Background: an optimization exercise with open tools, aiming at small area, a short achievable clock period and few clock cycles per item. Do not read the settings as production practice.
Where RTL was checked, it was by simulation tests only, not by an equivalence proof against the original.
Power and IR drop assume default switching activity.

v6:
==> flow/design.v <==
`timescale 1ns/100ps
`default_nettype none
module fetch_top (
    input  logic  clk_in,
    input  logic  br_reset,
    input  logic  stall,
    input  logic  redirect_valid,
    input  logic [31:0] redirect_pc,
    output logic  out_valid,
    output logic [31:0] out_ins,
    output logic [31:0] out_pc,
    output logic [31:0] out_pred_pc,
    input  logic  upd_valid,
    input  logic [31:0] upd_pc,
    input  logic  upd_taken,
    output logic  mem_req,
    output logic [31:0] mem_addr,
    input  logic  mem_ack,
    input  logic [31:0] mem_data
);
    localparam logic [6:0] OP_JAL    = 7'b1101111;
    localparam logic [6:0] OP_BRANCH = 7'b1100011;
    logic [1:0]  ctr_q [16];
    logic [31:2] addr_q;      
    logic [31:2] np_q;        
    logic        stale_q;     
    logic        discard;
    logic        deliver;
    assign mem_addr    = {addr_q, 2'b00};
    assign out_pc      = {addr_q, 2'b00};
    assign out_pred_pc = {np_q, 2'b00};
    assign discard = mem_req && mem_ack && (stale_q || redirect_valid);
    assign deliver = mem_req && mem_ack && !stale_q && !redirect_valid && !stall;
    logic        is_jal, is_br, taken;
    logic [18:0] t_lo;
    logic        t_c;
    logic [10:0] hi_inc, hi_dec;
    logic [29:0] seq_pc;
    assign is_jal = (mem_data[6:0] == OP_JAL);
    assign is_br  = (mem_data[6:0] == OP_BRANCH);
    assign taken  = is_jal || (is_br && ctr_q[np_q[5:2]][1]);
    tgt_add tgt_add_i (.a(np_q[20:2]), .ins(mem_data), .s(t_lo), .co(t_c));
    incdec #(.N(11)) hi_id (.x(np_q[31:21]), .inc(hi_inc), .dec(hi_dec));
    logic [18:0] seq_lo;
    logic        seq_c;
    inc #(.N(19)) seq_i (.x(np_q[20:2]), .y(seq_lo), .co(seq_c));
    assign seq_pc = {seq_c ? hi_inc : np_q[31:21], seq_lo};
    logic [29:0] np_hold;     
    logic        take;        
    logic [10:0] hi_c1, hi_c0;
    logic [10:0] np_hi_c1, np_hi_c0;
    logic [29:0] np_d;
    always_comb begin
        if (br_reset) begin
            np_hold = '0;
        end else if (redirect_valid) begin
            np_hold = redirect_pc[31:2];
        end else if (deliver) begin
            np_hold = seq_pc;
        end else begin
            np_hold = np_q;
        end
    end
    assign take  = deliver && taken && !br_reset;
    assign hi_c1 = mem_data[31] ? np_q[31:21] : hi_inc;
    assign hi_c0 = mem_data[31] ? hi_dec : np_q[31:21];
    assign np_hi_c1 = take ? hi_c1 : np_hold[29:19];
    assign np_hi_c0 = take ? hi_c0 : np_hold[29:19];
    sel2 #(.N(19)) lo_sel (.s(take), .a(t_lo), .b(np_hold[18:0]), .y(np_d[18:0]));
    sel2 #(.N(11)) hi_sel (.s(t_c), .a(np_hi_c1), .b(np_hi_c0), .y(np_d[29:19]));
    always_ff @(posedge clk_in) begin
        if (br_reset) begin
            mem_req   <= 1'b0;
            out_valid <= 1'b0;
            stale_q   <= 1'b0;
        end else begin
            out_valid <= deliver;
            if (!mem_req) begin
                if (!redirect_valid) begin
                    mem_req <= 1'b1;
                    stale_q <= 1'b0;
                end
            end else begin
                if (redirect_valid) begin
                    stale_q <= 1'b1;
                end
                if (discard) begin
                    mem_req <= 1'b0;
                end
                if (deliver) begin
                    mem_req <= 1'b0;
                end
            end
        end
    end
    always_ff @(posedge clk_in) begin
        np_q <= np_d;
    end
    logic [29:0] addr_d;
    sel2 #(.N(30)) addr_sel (.s(mem_req || redirect_valid), .a(addr_q), .b(np_q), .y(addr_d));
    always_ff @(posedge clk_in) begin
        addr_q <= addr_d;
    end
    always_ff @(posedge clk_in) begin
        out_ins <= mem_data;
    end
    for (genvar i = 0; i < 16; i++) begin : ctr_
        logic [1:0] c;
        logic [1:0] c_next;
        assign c = ctr_q[i];
        assign c_next = upd_taken ? {c[1] | c[0], c[1] | !c[0]}
                                  : {c[1] & c[0], c[1] & !c[0]};
        always_ff @(posedge clk_in) begin
            if (br_reset) begin
                ctr_q[i] <= 2'b01;
            end else if (upd_valid && upd_pc[5:2] == i) begin
                ctr_q[i] <= c_next;
            end
        end
    end
endmodule
module tgt_add (
    input  logic [18:0] a,
    input  logic [31:0] ins,
    output logic [18:0] s,
    output logic        co
);
    logic [18:0] b;
    assign b[18]    = ins[31];
    assign b[17:13] = ins[2] ? ins[19:15] : {5{ins[31]}};
    assign b[12:10] = ins[3] ? ins[14:12] : {3{ins[31]}};
    assign b[9]     = ins[3] ? ins[20] : ins[7];
    assign b[8:3]   = ins[30:25];
    assign b[2:0]   = ins[2] ? ins[24:22] : ins[11:9];
    ks_add #(.N(19)) add_i (.a(a), .b(b), .s(s), .co(co));
endmodule
module ks_add #(
    parameter int N = 8
) (
    input  logic [N-1:0] a,
    input  logic [N-1:0] b,
    output logic [N-1:0] s,
    output logic         co
);
    localparam int L = (N > 16) ? 5 : (N > 8) ? 4 : (N > 4) ? 3 : (N > 2) ? 2 : 1;
    logic [N-1:0] g [L+1];
    logic [N-1:0] p [L+1];
    logic [N-1:0] x;
    assign x    = a ^ b;
    assign g[0] = a & b;
    assign p[0] = x;
    for (genvar l = 0; l < L; l++) begin : lvl
        for (genvar i = 0; i < N; i++) begin : bit_
            if (i >= (1 << l)) begin : comb
                assign g[l+1][i] = g[l][i] | (p[l][i] & g[l][i-(1<<l)]);
                assign p[l+1][i] = p[l][i] & p[l][i-(1<<l)];
            end else begin : pass
                assign g[l+1][i] = g[l][i];
                assign p[l+1][i] = p[l][i];
            end
        end
    end
    assign s  = x ^ {g[L][N-2:0], 1'b0};
    assign co = g[L][N-1];
endmodule
module incdec #(
    parameter int N = 8
) (
    input  logic [N-1:0] x,
    output logic [N-1:0] inc,
    output logic [N-1:0] dec
);
    assign inc = x + 1'b1;
    assign dec = x - 1'b1;
endmodule
module inc #(
    parameter int N = 8
) (
    input  logic [N-1:0] x,
    output logic [N-1:0] y,
    output logic         co
);
    assign {co, y} = {1'b0, x} + 1'b1;
endmodule
module sel2 #(
    parameter int N = 8
) (
    input  logic         s,
    input  logic [N-1:0] a,
    input  logic [N-1:0] b,
    output logic [N-1:0] y
);
    assign y = s ? a : b;
endmodule
`default_nettype wire
export LEC_CHECK = 0
export ABC_AREA = 1
export ABC_CLOCK_PERIOD_IN_PS = 3000
export CAP_MARGIN = 20
export CORE_MARGIN = 8
export CORE_UTILIZATION = 40
export CTS_BUF_LIST = sky130_fd_sc_hd__clkbuf_4 sky130_fd_sc_hd__clkbuf_8
export CTS_CLUSTER_SIZE = 30
export SETUP_SLACK_MARGIN = 3.5
export SLEW_MARGIN = 20
export SYNTH_HIERARCHICAL = 1
export SYNTH_MINIMUM_KEEP_SIZE = 0
create_clock -name core_clock -period 6.0 [get_ports {clk_in}]
standard.sh (not shown) runs the stock make flow with config.mk's settings and CLKGATE_MAP_FILE= SYNTH_SCRIPT=/design/flow/synth_recipe.tcl, a recipe that flattens the netlist after the stock synthesis.
==> flow/flow/run.sh <==
#!/bin/bash
# The standard layout, with the ports buffered by the smallest buffer
# instead of the flow's default pick; repair still resizes them as needed.
set -euo pipefail
export BUFFER_PORTS_ARGS="-buffer_cell sky130_fd_sc_hd__buf_1"
bash standard.sh > standard.log 2>&1
Testbench counts of v6, summed over its fixed seeds: cycles 51,127, items 14,446.
--- input diff v6..v7 ---
--- a/flow/design.v
+++ b/flow/design.v
@@ -37,17 +37,17 @@
     logic [10:0] hi_inc, hi_dec;
     logic [29:0] seq_pc;
     assign is_jal = (mem_data[6:0] == OP_JAL);
     assign is_br  = (mem_data[6:0] == OP_BRANCH);
     assign taken  = is_jal || (is_br && ctr_q[np_q[5:2]][1]);
     tgt_add tgt_add_i (.a(np_q[20:2]), .ins(mem_data), .s(t_lo), .co(t_c));
-    incdec #(.N(11)) hi_id (.x(np_q[31:21]), .inc(hi_inc), .dec(hi_dec));
+    incdec #(.N(11)) hi_id (.x(addr_q[31:21]), .inc(hi_inc), .dec(hi_dec));
     logic [18:0] seq_lo;
     logic        seq_c;
-    inc #(.N(19)) seq_i (.x(np_q[20:2]), .y(seq_lo), .co(seq_c));
-    assign seq_pc = {seq_c ? hi_inc : np_q[31:21], seq_lo};
+    inc #(.N(19)) seq_i (.x(addr_q[20:2]), .y(seq_lo), .co(seq_c));
+    assign seq_pc = {seq_c ? hi_inc : addr_q[31:21], seq_lo};
     logic [29:0] np_hold;     
     logic        take;        
     logic [10:0] hi_c1, hi_c0;
     logic [10:0] np_hi_c1, np_hi_c0;
     logic [29:0] np_d;
     always_comb begin
@@ -59,14 +59,14 @@
             np_hold = seq_pc;
         end else begin
             np_hold = np_q;
         end
     end
     assign take  = deliver && taken && !br_reset;
-    assign hi_c1 = mem_data[31] ? np_q[31:21] : hi_inc;
-    assign hi_c0 = mem_data[31] ? hi_dec : np_q[31:21];
+    assign hi_c1 = mem_data[31] ? addr_q[31:21] : hi_inc;
+    assign hi_c0 = mem_data[31] ? hi_dec : addr_q[31:21];
     assign np_hi_c1 = take ? hi_c1 : np_hold[29:19];
     assign np_hi_c0 = take ? hi_c0 : np_hold[29:19];
     sel2 #(.N(19)) lo_sel (.s(take), .a(t_lo), .b(np_hold[18:0]), .y(np_d[18:0]));
     sel2 #(.N(11)) hi_sel (.s(t_c), .a(np_hi_c1), .b(np_hi_c0), .y(np_d[29:19]));
     always_ff @(posedge clk_in) begin
         if (br_reset) begin
## What came out
| largest stage delay on the critical path | higher: v7 |. Diff v6 -> v7: first-iteration DRC count dropped about 20%; synthesized area per cell climbed about 2%; number of ordinary and repair buffers in the finished layout dropped 18; worst hold-check slack dropped 0.0035 ns. In the tables for v7 and v6, total area of multi-input combinational cells reads higher with v6. Looking at slew of the pin with the lowest slew margin, v7 sits 0.22 ns higher than v6 does. Number of buffers inserted by post-CTS setup repair: v7 vs v6 down 11. In the metrics for v7 and v6, the one carrying the lower vias after detailed routing is v7. The number of clock buffers in the layout of v7 exceeds that of v6 by 2. v7: sum of internal, switching and leakage power about 1.1% above v6. Wire: v7 routes less than v6. The die span in x number comes out lower for v6 vs v7. Comparing v7 and v6, the lower met2 routing resource usage after global routing is on v7.
Only the layout flow was run in v7; the RTL was not checked for function there.

what the ideal ports hide:
The flow's constraints put no driver on any port. The routed layouts listed below were extracted and timed again, unchanged, in two steps. Step 1 sets driving cells, clkbuf_16 on the clock port and buf_2 on the other inputs (assumed; they add their load-dependent delay and slew). Step 2 adds t to the input delays and takes it off the output delays; t is the mean of the earliest and latest rising clock arrival at the registers after step 1. Input paths then give back, and output paths get back, about the clock's delay inside the block. a / b / c = no drivers / after step 1 / after step 2; a / b = the first two.
run	shift t [ns]	setup WS [ns]	worst register clock-pin slew, ns
v6	0.484	3.405 / 3.393 / 2.908	0.10 / 0.10
v7	0.497	3.542 / 3.480 / 2.983	0.09 / 0.09
After both steps every run listed still meets setup and hold. For v7, which loses most, drivers alone change the setup slack by -0.062 ns; drivers and shift together by -0.559 ns.
